This is an optimization exercise on Yosys and OpenROAD, whose aim is small area, not a production implementation.
In this exercise RTL edits were held to simulation tests only and were not proved equivalent to the original.
No activity file was given, so power comes from the tool's default toggle rates.

<file path="flow/standard.sh">
#!/bin/bash
# synth_recipe.tcl (not shown) runs the flow's synth.tcl, then flattens the netlist and writes it again
# the make line also repeats each setting of config.mk as NAME=value (left out here)
make -C /OpenROAD-flow-scripts/flow DESIGN_CONFIG=/design/flow/config.mk WORK_HOME=/design/flow/orfs CLKGATE_MAP_FILE= SYNTH_SCRIPT=/design/flow/synth_recipe.tcl "${@:-finish}"
</file>
<file path="flow/flow/run.sh">
#!/bin/bash
# The standard layout (standard.sh, with its synthesis unchanged) with two
# changes passed to ORFS through its own variables:
# - every port is buffered, with the smallest buffer
# - clock tree synthesis uses clkbuf_8 with larger sink clusters and inserts
#   no dummy loads
# The full make output goes to standard.log; ORFS keeps each step's log
# under orfs/logs.
set -euo pipefail
export BUFFER_PORTS_ARGS="-buffer_cell sky130_fd_sc_hd__buf_1"
export CTS_ARGS="-sink_clustering_enable -repair_clock_nets -dont_use_dummy_load -buf_list sky130_fd_sc_hd__clkbuf_8 -sink_clustering_size 20 -sink_clustering_max_diameter 50"
bash standard.sh > standard.log 2>&1
</file>
<file path="flow/config.mk">
export PLATFORM = sky130hd
export DESIGN_NAME = qu_front_end
export DESIGN_NICKNAME = qu_front_end
export VERILOG_FILES = /design/flow/design.v
export SDC_FILE = /design/flow/constraint.sdc
export NUM_CORES = 4
export LEC_CHECK = 0
export CAP_MARGIN = 20
export CORE_MARGIN = 2
export CORE_UTILIZATION = 65
export PLACE_DENSITY = 0.8
export SLEW_MARGIN = 20
export SYNTH_HIERARCHICAL = 1
export SYNTH_MINIMUM_KEEP_SIZE = 0
</file>
<file path="flow/design.v">
package qu_pkg;
    localparam int instr_w = 32;
    localparam int pc_w = 32;
    localparam int arch_regs = 32;
    typedef logic [$clog2(arch_regs)-1:0] arch_t;
    localparam logic [6:0] opc_op = 7'b0110011;
    localparam logic [6:0] opc_op_imm = 7'b0010011;
    localparam logic [6:0] opc_lui = 7'b0110111;
    localparam logic [6:0] funct7_base = 7'b0000000;
    localparam logic [6:0] funct7_alt = 7'b0100000;
    typedef enum logic [3:0] {
        alu_add  = 4'd0,
        alu_sub  = 4'd1,
        alu_sll  = 4'd2,
        alu_slt  = 4'd3,
        alu_sltu = 4'd4,
        alu_xor  = 4'd5,
        alu_srl  = 4'd6,
        alu_sra  = 4'd7,
        alu_or   = 4'd8,
        alu_and  = 4'd9,
        alu_lui  = 4'd10
    } alu_op_t;
    typedef struct packed {
        logic [pc_w-1:0]    pc;
        logic [instr_w-1:0] instr;
    } fetch_pkt_t;
    typedef struct packed {
        logic [pc_w-1:0]    pc;
        logic [3:0]         alu_op;   
        arch_t              rd;
        arch_t              rs1;
        arch_t              rs2;
        logic               use_imm;
        logic [instr_w-1:0] imm;
    } dec_op_t;
    localparam int num_pregs = 48;
    localparam int preg_w = $clog2(num_pregs);
    typedef logic [preg_w-1:0] preg_t;
    typedef struct packed {
        dec_op_t op;
        preg_t   rd_preg;
        preg_t   old_rd_preg;
        preg_t   rs1_preg;
        preg_t   rs2_preg;
    } ren_op_t;
    typedef struct packed {
        ren_op_t            ren;
        logic               rs1_ready;
        logic [instr_w-1:0] rs1_value;
        logic               rs2_ready;
        logic [instr_w-1:0] rs2_value;
    } rs_entry_t;
    localparam logic [1:0] cls_none = 2'd0;
    localparam logic [1:0] cls_op = 2'd1;
    localparam logic [1:0] cls_imm = 2'd2;
    localparam logic [1:0] cls_lui = 2'd3;
    localparam int fetch_pkt_w = pc_w + instr_w;
    localparam int dec_op_w = pc_w + 4 + 3 * 5 + 1 + instr_w;
    localparam int ren_op_w = dec_op_w + 4 * preg_w;
    localparam int rs_entry_w = ren_op_w + 2 * (1 + instr_w);
endpackage
module qu_dec5 (
    input  logic [4:0]  a,
    output logic [31:1] oh
);
    always_comb begin
        for (int i = 1; i < 32; i++) begin
            oh[i] = (a == 5'(i));
        end
    end
endmodule
module qu_aor31 (
    input  logic [31:1] d,
    input  logic [31:1] sel,
    output logic        q
);
    assign q = |(d & sel);
endmodule
module qu_map (
    input  logic [191:6] rat,
    input  logic [31:1]  sel,
    output logic [5:0]   q
);
    for (genvar b = 0; b < 6; b++) begin : g_bit
        logic [31:1] d;
        for (genvar i = 1; i < 32; i++) begin : g_ent
            assign d[i] = rat[i * 6 + b];
        end
        qu_aor31 u_aor (
            .d(d),
            .sel(sel),
            .q(q[b])
        );
    end
endmodule
module qu_front_end (
    input  logic         clk,
    input  logic         rst_n,
    input  logic         redirect,
    input  logic [31:0]  redirect_pc,
    output logic [31:0]  imem_addr,
    input  logic [31:0]  imem_data,
    output logic [5:0]   rf_rd1_addr,
    output logic [5:0]   rf_rd2_addr,
    input  logic [31:0]  rf_rd1_data,
    input  logic [31:0]  rf_rd2_data,
    input  logic         wb_valid,
    input  logic [5:0]   wb_preg,
    input  logic         free_valid,
    input  logic [5:0]   free_preg,
    input  logic         rs_credit,
    output logic         rs_valid,
    output logic [173:0] rs_entry
);
    localparam logic [1:0] cls_none = 2'd0;
    localparam logic [1:0] cls_op = 2'd1;
    localparam logic [1:0] cls_imm = 2'd2;
    localparam logic [1:0] cls_lui = 2'd3;
    logic [31:0] pc;
    logic [1:0] f_cls;
    logic f_push;
    logic [2:0] if_rd;
    logic [2:0] if_wr;
    logic [2:0] if_cnt;
    logic if_empty;
    logic if_full;
    logic if_pop;
    assign imem_addr = pc;
    always_comb begin
        logic [2:0] f3;
        logic base;
        logic alt;
        f3 = imem_data[14:12];
        base = (imem_data[31:25] == 7'b0000000);
        alt = (imem_data[31:25] == 7'b0100000);
        f_cls = cls_none;
        case (imem_data[6:0])
            7'b0110011: if (base || (alt && (f3 == 3'b000 || f3 == 3'b101))) f_cls = cls_op;
            7'b0010011: begin
                if (f3 == 3'b001) begin
                    if (base) f_cls = cls_imm;
                end else if (f3 == 3'b101) begin
                    if (base || alt) f_cls = cls_imm;
                end else begin
                    f_cls = cls_imm;
                end
            end
            7'b0110111: f_cls = cls_lui;
            default: f_cls = cls_none;
        endcase
        if (imem_data[11:7] == 5'd0) f_cls = cls_none;
    end
    assign f_push = !if_full && !redirect;
    always_ff @(posedge clk or negedge rst_n) begin
        if (!rst_n) begin
            pc <= '0;
        end else if (redirect) begin
            pc <= redirect_pc;
        end else if (f_push) begin
            pc <= pc + 32'd4;
        end
    end
    logic [26:0] ifq [4];
    logic [26:0] if_head;
    logic [31:0] if_head_pc;
    logic if_proper;
    logic [2:0] id_rd;
    logic [2:0] id_wr;
    logic id_empty;
    logic id_full;
    logic id_push;
    assign if_cnt = if_wr - if_rd;
    assign if_empty = (if_wr == if_rd);
    assign if_full = if_cnt[2];
    assign if_head = ifq[if_rd[1:0]];
    assign if_proper = (if_head[26:25] != cls_none);
    assign if_head_pc = pc - {27'd0, if_cnt, 2'b00};
    assign if_pop = !if_empty && (!id_full || !if_proper);
    assign id_push = !if_empty && !id_full && if_proper;
    always_ff @(posedge clk) begin
        if (f_push) begin
            ifq[if_wr[1:0]] <= {f_cls, imem_data[31:7]};
        end
    end
    always_ff @(posedge clk or negedge rst_n) begin
        if (!rst_n) begin
            if_rd <= '0;
            if_wr <= '0;
        end else if (redirect) begin
            if_rd <= '0;
            if_wr <= '0;
        end else begin
            if (f_push) if_wr <= if_wr + 3'd1;
            if (if_pop) if_rd <= if_rd + 3'd1;
        end
    end
    logic [26:0] idq_op [4];
    logic [31:0] idq_pc [4];
    logic [26:0] id_head;
    logic [31:0] id_head_pc;
    logic take;
    assign id_empty = (id_wr == id_rd);
    assign id_full = (id_wr[2] != id_rd[2]) && (id_wr[1:0] == id_rd[1:0]);
    assign id_head = idq_op[id_rd[1:0]];
    assign id_head_pc = idq_pc[id_rd[1:0]];
    always_ff @(posedge clk) begin
        if (id_push) begin
            idq_op[id_wr[1:0]] <= if_head;
            idq_pc[id_wr[1:0]] <= if_head_pc;
        end
    end
    always_ff @(posedge clk or negedge rst_n) begin
        if (!rst_n) begin
            id_rd <= '0;
            id_wr <= '0;
        end else begin
            if (id_push) id_wr <= id_wr + 3'd1;
            if (take) id_rd <= id_rd + 3'd1;
        end
    end
    logic [191:6] rat;   
    logic [31:1] sel_rd;
    logic [31:1] sel_rs1;
    logic [31:1] sel_rs2;
    logic [47:1] free_map;
    logic [47:1] busy;
    logic [47:1] alloc_oh;
    logic [5:0] alloc_preg;
    logic any_free;
    logic out_valid;
    logic drain;
    logic [1:0] h_cls;
    logic [4:0] h_rd;
    logic [4:0] h_rs1;
    logic [4:0] h_rs2;
    logic [5:0] h_old;
    logic [5:0] h_p1;
    logic [5:0] h_p2;
    assign h_cls = id_head[26:25];
    assign h_rd = id_head[4:0];
    assign h_rs1 = id_head[12:8];
    assign h_rs2 = id_head[17:13];
    logic [5:0] r1;
    logic [5:0] r2;
    qu_dec5 u_dec_rd (.a(h_rd), .oh(sel_rd));
    qu_dec5 u_dec_rs1 (.a(h_rs1), .oh(sel_rs1));
    qu_dec5 u_dec_rs2 (.a(h_rs2), .oh(sel_rs2));
    qu_map u_rd_old (.rat(rat), .sel(sel_rd), .q(h_old));
    qu_map u_rd_rs1 (.rat(rat), .sel(sel_rs1), .q(r1));
    qu_map u_rd_rs2 (.rat(rat), .sel(sel_rs2), .q(r2));
    assign h_p1 = (h_cls == cls_lui) ? 6'd0 : r1;
    assign h_p2 = (h_cls == cls_op) ? r2 : 6'd0;
    always_comb begin
        logic seen;
        seen = 1'b0;
        alloc_preg = '0;
        for (int i = 1; i < 48; i++) begin
            alloc_oh[i] = free_map[i] && !seen;
            if (free_map[i] && !seen) alloc_preg = 6'(i);
            seen = seen || free_map[i];
        end
    end
    assign any_free = |free_map;
    assign take = !id_empty && any_free && (!out_valid || drain);
    always_ff @(posedge clk or negedge rst_n) begin
        if (!rst_n) begin
            for (int i = 1; i < 32; i++) begin
                rat[i * 6 +: 6] <= 6'(i);
            end
        end else begin
            for (int i = 1; i < 32; i++) begin
                if (take && sel_rd[i]) rat[i * 6 +: 6] <= alloc_preg;
            end
        end
    end
    always_ff @(posedge clk or negedge rst_n) begin
        if (!rst_n) begin
            for (int i = 1; i < 48; i++) begin
                free_map[i] <= (i >= 32);
            end
        end else begin
            for (int i = 1; i < 48; i++) begin
                if ((take && alloc_oh[i]) || (free_valid && free_preg == 6'(i))) begin
                    free_map[i] <= free_valid && free_preg == 6'(i);
                end
            end
        end
    end
    always_ff @(posedge clk or negedge rst_n) begin
        if (!rst_n) begin
            busy <= '0;
        end else begin
            for (int i = 1; i < 48; i++) begin
                if (take && alloc_oh[i]) begin
                    busy[i] <= 1'b1;
                end else if (wb_valid && wb_preg == 6'(i)) begin
                    busy[i] <= 1'b0;
                end
            end
        end
    end
    logic [26:0] o_op;
    logic [31:0] o_pc;
    logic [5:0] o_rd_p;
    logic [5:0] o_old_p;
    logic [5:0] o_p1;
    logic [5:0] o_p2;
    always_ff @(posedge clk or negedge rst_n) begin
        if (!rst_n) begin
            out_valid <= 1'b0;
        end else if (take) begin
            out_valid <= 1'b1;
        end else if (drain) begin
            out_valid <= 1'b0;
        end
    end
    always_ff @(posedge clk) begin
        if (take) begin
            o_op <= id_head;
            o_pc <= id_head_pc;
            o_rd_p <= alloc_preg;
            o_old_p <= h_old;
            o_p1 <= h_p1;
            o_p2 <= h_p2;
        end
    end
    logic [2:0] credits;
    logic busy1;
    logic busy2;
    logic rdy1;
    logic rdy2;
    assign drain = out_valid && (credits != 3'd0);
    assign rf_rd1_addr = o_p1;
    assign rf_rd2_addr = o_p2;
    logic [47:0] busy_x;
    assign busy_x = {busy, 1'b0};
    assign busy1 = busy_x[o_p1];
    assign busy2 = busy_x[o_p2];
    assign rdy1 = !busy1 || (wb_valid && wb_preg == o_p1);
    assign rdy2 = !busy2 || (wb_valid && wb_preg == o_p2);
    always_ff @(posedge clk or negedge rst_n) begin
        if (!rst_n) begin
            credits <= 3'd6;
            rs_valid <= 1'b0;
        end else begin
            credits <= credits - 3'(drain) + 3'(rs_credit);
            rs_valid <= drain;
        end
    end
    logic [26:0] e_op;
    logic [31:0] e_pc;
    logic [5:0] e_rd_p;
    logic [5:0] e_old_p;
    logic [5:0] e_p1;
    logic [5:0] e_p2;
    logic e_rdy1;
    logic e_rdy2;
    logic [31:0] e_v1;
    logic [31:0] e_v2;
    always_ff @(posedge clk) begin
        e_op <= o_op;
        e_pc <= o_pc;
        e_rd_p <= o_rd_p;
        e_old_p <= o_old_p;
        e_p1 <= o_p1;
        e_p2 <= o_p2;
        e_rdy1 <= rdy1;
        e_rdy2 <= rdy2;
        e_v1 <= rdy1 ? rf_rd1_data : 32'd0;
        e_v2 <= rdy2 ? rf_rd2_data : 32'd0;
    end
    logic [1:0] e_cls;
    logic [2:0] e_f3;
    logic e_alt;
    logic [3:0] e_alu;
    logic [4:0] e_rs1;
    logic [4:0] e_rs2;
    logic [31:0] e_imm;
    assign e_cls = e_op[26:25];
    assign e_f3 = e_op[7:5];
    assign e_alt = e_op[23] && (e_cls == cls_op || e_f3 == 3'b101);
    assign e_rs1 = (e_cls == cls_lui) ? 5'd0 : e_op[12:8];
    assign e_rs2 = (e_cls == cls_op) ? e_op[17:13] : 5'd0;
    assign e_imm = (e_cls == cls_lui) ? {e_op[24:5], 12'd0} : {{20{e_op[24]}}, e_op[24:13]};
    always_comb begin
        case (e_f3)
            3'b000: e_alu = e_alt ? 4'd1 : 4'd0;
            3'b001: e_alu = 4'd2;
            3'b010: e_alu = 4'd3;
            3'b011: e_alu = 4'd4;
            3'b100: e_alu = 4'd5;
            3'b101: e_alu = e_alt ? 4'd7 : 4'd6;
            3'b110: e_alu = 4'd8;
            default: e_alu = 4'd9;
        endcase
        if (e_cls == cls_lui) e_alu = 4'd10;
    end
    assign rs_entry = {e_pc, e_alu, e_op[4:0], e_rs1, e_rs2, (e_cls != cls_op), e_imm,
                       e_rd_p, e_old_p, e_p1, e_p2,
                       e_rdy1, e_v1, e_rdy2, e_v2};
endmodule
</file>
<file path="flow/constraint.sdc">
create_clock -name core_clock -period 6.0 [get_ports {clk}]
set_input_delay 1.2000 -clock core_clock [delete_from_list [all_inputs] [get_ports {clk}]]
set_output_delay 1.2000 -clock core_clock [all_outputs]
set_load 0.01 [all_outputs]
</file>
==> impl_metrics.py <==
metrics = {
    "sta": {
        "setup_ws_ns": 1.50,
        "hold_slack_ns": 0.326,
        "finalHoldViolations": 0,
        "drv_slew": 0,
        "rsz0062_at_grt": "no",
        "tightest_slew_ns": 1.07,
        "fmax_mhz": 222,
        "relSlewSlack_pct": 28.8,
        "fin_crit_sh_pct": 75.0,
        "skew_ns": 0.0988,
        "setup_tns_ns": 0,
        "setup_viol": 0,
        "period_minus_slack_ns": 4.50,
    },
    "synth": {
        "synth_compound_area_share_pct": 12.5,
        "synthTopCellsByArea": "edfxtp_1, dfrtp_1, dfxtp_1",
        "post-synth-top-count-cell": "edfxtp_1",
        "yosys.cell_types.count": 73,
        "ys_seq_area_share_pct": 63.1,
        "synth-simple-area-share_pct": 11.9,
        "synth_area_sq_um": 38300,
        "synth_nets": 3118,
        "synth_warnings": 8,
        "synth_seq_cells": 905,
        "synth_top_area_share_pct": 33.5,
        "synth_top_family_by_area": "compound AO/OA/AOI/OAI gates",
        "netlist_instances": 2951,
        "synth_common_cells": "edfxtp_1, nand2_1, dfrtp_1, a22oi_1, o21ai_0",
        "synthMuxAreaShare_pct": 7.71,
        "synth_flop_cell": "edfxtp_1",
        "synth_top_cell_by_area": "edfxtp_1",
        "yosys.area_share.adder_pct": 0.745,
        "synthXorXnorAreaFrac_pct": 1.96,
        "synth_edf_count": 427,
        "syn_avg_cell_area_sq_um": 13.0,
        "async_reset_ff_share_pct": 36.4,
    },
    "clock_network": {
        "cts_tree": "built",
        "cts_buffers": 78,
        "clkLatencyLatePin_ns": 0.74,
        "cts_buffer_depth": 3,
        "ctsHtreeMaxLevel": 3,
        "post-cts-setup-buffers": 0,
        "clkSlewWorstSetupHoldPaths_ns": 0.11,
        "postCtsHoldBufs": 0,
        "cts.sinks": 905,
        "cts_resized": 0,
        "cts-root-buf": "clkbuf_8",
    },
    "drt": {
        "drt_iter0_markers": 3531,
        "vias": 27400,
        "ant_nets": 0,
        "wire_per_inst_um": 26.1,
        "wl_um": 106000,
        "drcViolationCount": 0,
        "firstDrtPassIters": 8,
        "viasPerCell": 6.75,
    },
    "worst_hold_path": {
        "hp-class": "reg2reg",
        "hp-start": "o_old_p[0]",
    },
    "setup_path": {
        "cp.arrival_ns": 4.97,
        "startpoint_type": "flop",
        "required_ns": 6.48,
        "critPathKind": "reg2reg",
        "worstPathCellList": "buf_4, ha_1, inv_1, fa_1, xor3_1, ha_1, a21oi_1, nand3_1, or2_2, nor2_1, nand2_1, nor2_1, xor2_1",
        "end_kind": "flop",
        "critPathSlowestCell": "xor3_1",
        "reg2reg_from": "if_rd[0]",
        "slowest_delay_ns": 0.68,
        "cp-startpoint": "if_rd[0]",
        "cp_max_fo": 30,
    },
    "placed_design": {
        "place.gp.congestion": 1.01,
        "preCtsSetupSlack_ns": 1.61,
        "dp_hpwl_um": 74900,
        "dpl_cell_area_sq_um": 40400,
        "io_buffers": 364,
    },
    "job": {
        "cap_viol_max_count": 0,
    },
    "floorplanning": {
        "ios": 365,
        "start_util_pct": 66.0,
        "core_sq_um": 58000,
        "die_w_um": 247,
        "die_area_sq_um": 60900,
        "die_h_um": 247,
        "rows": 88,
    },
    "final_layout": {
        "final_nets": 3459,
        "syn_to_final_growth_pct": 8.28,
        "drive_gt1_share_pct": 12.8,
        "final_area_sq_um": 41500,
    },
    "global_route": {
        "grtUsageTotal_pct": 35.2,
        "grt_pass1_wl_um": 161000,
        "grt_pass1_vias": 26600,
        "grt-ovfl-total": 0,
        "grt_max_degree": 170,
        "antenna_found_initial": 7,
    },
    "power": {
        "p_per_area_nw_per_um2": 590,
        "p_total_mw": 24.5,
        "p_leak_nw": 15.1,
        "ir_drop_mv": 0.753,
    },
    "run_status": {
        "status": "finished clean",
    },
}
[critical path: cells and delay by family, from the launching register on]
family                     cells  cell delay (ns)
buffers and inverters          2             0.51
AOI/OAI and AO/OA              1             0.22
adders and majority gates      3             0.97
DFF                            1             0.36
and+or+nand+nor                5             1.16
xor gates and xnor gates       2             1.01
[modules after synthesis (local to each module, per instance), a selection]
module / flip-flops and latches / copies in the design
qu_front_end: 905 / 1
qu_dec5: 0 / 3
qu_aor31: 0 / 18
[sequential cells by signal, summed over array words and instances, names as in the netlist, 32 cells and up]
| register | count |
|---|---|
| busy | 47 |
| e_pc | 32 |
| ifq | 108 |
| pc | 32 |
| free_map | 47 |
| idq_pc | 128 |
| e_v2 | 32 |
| e_v1 | 32 |
| rat | 186 |
| idq_op | 108 |
| o_pc | 32 |
[metrics by stage]
step           cells  utilization (%)
6_report        4058             71.5
5_1_grt         4056             71.4
4_1_cts         4054             71.4
3_5_place_dp    3976             69.6
3_3_place_gp    3973             69.5
2_1_floorplan   2951                -
[cell usage in the layout (no fill, tap or decap), types with 14 or more instances in the layout]
master and instances:
a22oi_1 216, or3_1 14, or4_1 26, xor2_1 50
o21ai_0 202, a21o_1 24, dfrtp_1 228, a21oi_1 45
buf_1 362, xnor2_1 33, mux4_2 110, a221oi_2 19
dfxtp_1 149, buf_4 24, and2_1 110, mux2_2 37
nor3_1 42, nor2_1 183, clkbuf_8 78, dfstp_2 98
a222oi_1 18, nand3_1 63, edfxtp_1 427, nand4_1 48
nand2b_1 20, ha_1 18, a41oi_1 31, a22o_1 60
nand2_1 321, inv_1 49
[kinds of logic after synthesis]
kind of cell / Yosys count
mux: 153
simple gates: 930
flops: 905
buf+inv: 184
compound gates: 674
xor+xnor: 84
fa+ha+maj: 21
[metal layers]
metal  GRT usage (%)  vias to the layer above  part of all wire [%]
met5               0                        -                 0.041
met4            10.7                        6                   3.0
met3            6.99                      235                   9.6
met2            54.9                     1756                    47
met1            50.6                    13600                    40
li1                -                    11800                     -
[final timing paths]
check	endpoint	slack [ns]	cells past startpoint
worst max-delay path	idq_pc[0][28]	1.50	13
worst min-delay path	e_old_p[0]	0.33	0
worst max register to register	idq_pc[0][28]	1.50	13
worst min register to register	e_old_p[0]	0.33	0
max in group asynchronous	id_rd[0]	4.05	2
min in group asynchronous	busy[9]	0.54	1
[power breakdown]
part | switching [mW] | internal, mW | leakage, nW | total, mW
Sequential | 1.74 | 9.65 | 9.17 | 11.4
Clock | 1.88 | 1.16 | 0.561 | 3.04
Combinational | 6.71 | 3.32 | 5.40 | 10.0
Total | 10.3 | 14.1 | 15.1 | 24.5
[cell type report]
class | count | area (sq um)
repair buffers | 395 | 1680
inverters | 50 | 193
well taps | 765 | 957
multi-input cells | 1862 | 13400
clock buffers | 78 | 1070
flip-flops and latches | 905 | 24200
fillers | 3837 | 16600
diodes | 3 | 7.51

-- port drivers added, routing unchanged --
No port has a modelled driver above. Below, the same layout with a new extraction and two added sets of constraints.
Step 1 sets driving cells, clkbuf_16 on the clock port and buf_2 on the other inputs (assumed; they add their load-dependent delay and slew).
Step 2 moves the port delays by t, midway between the first and last clock arrival at a register: inputs arrive t later, outputs are due t later. That takes back most of the time a late clock gives input paths.
a / b / c = ideal ports / drivers / drivers and shift; a / b = the first two.
shift t [ns]: 0.748
setup slack, ns: 1.501 / 1.501 / 1.501
hold WS [ns]: 0.326 / 0.326 / 0.326
worst setup path after step 2: register to register
worst data-port slew with drivers (ns): 0.10
After both steps setup and hold are still met in this run. The setup slack of this run moves by 0.000 ns with the drivers and by 0.000 ns with both steps.
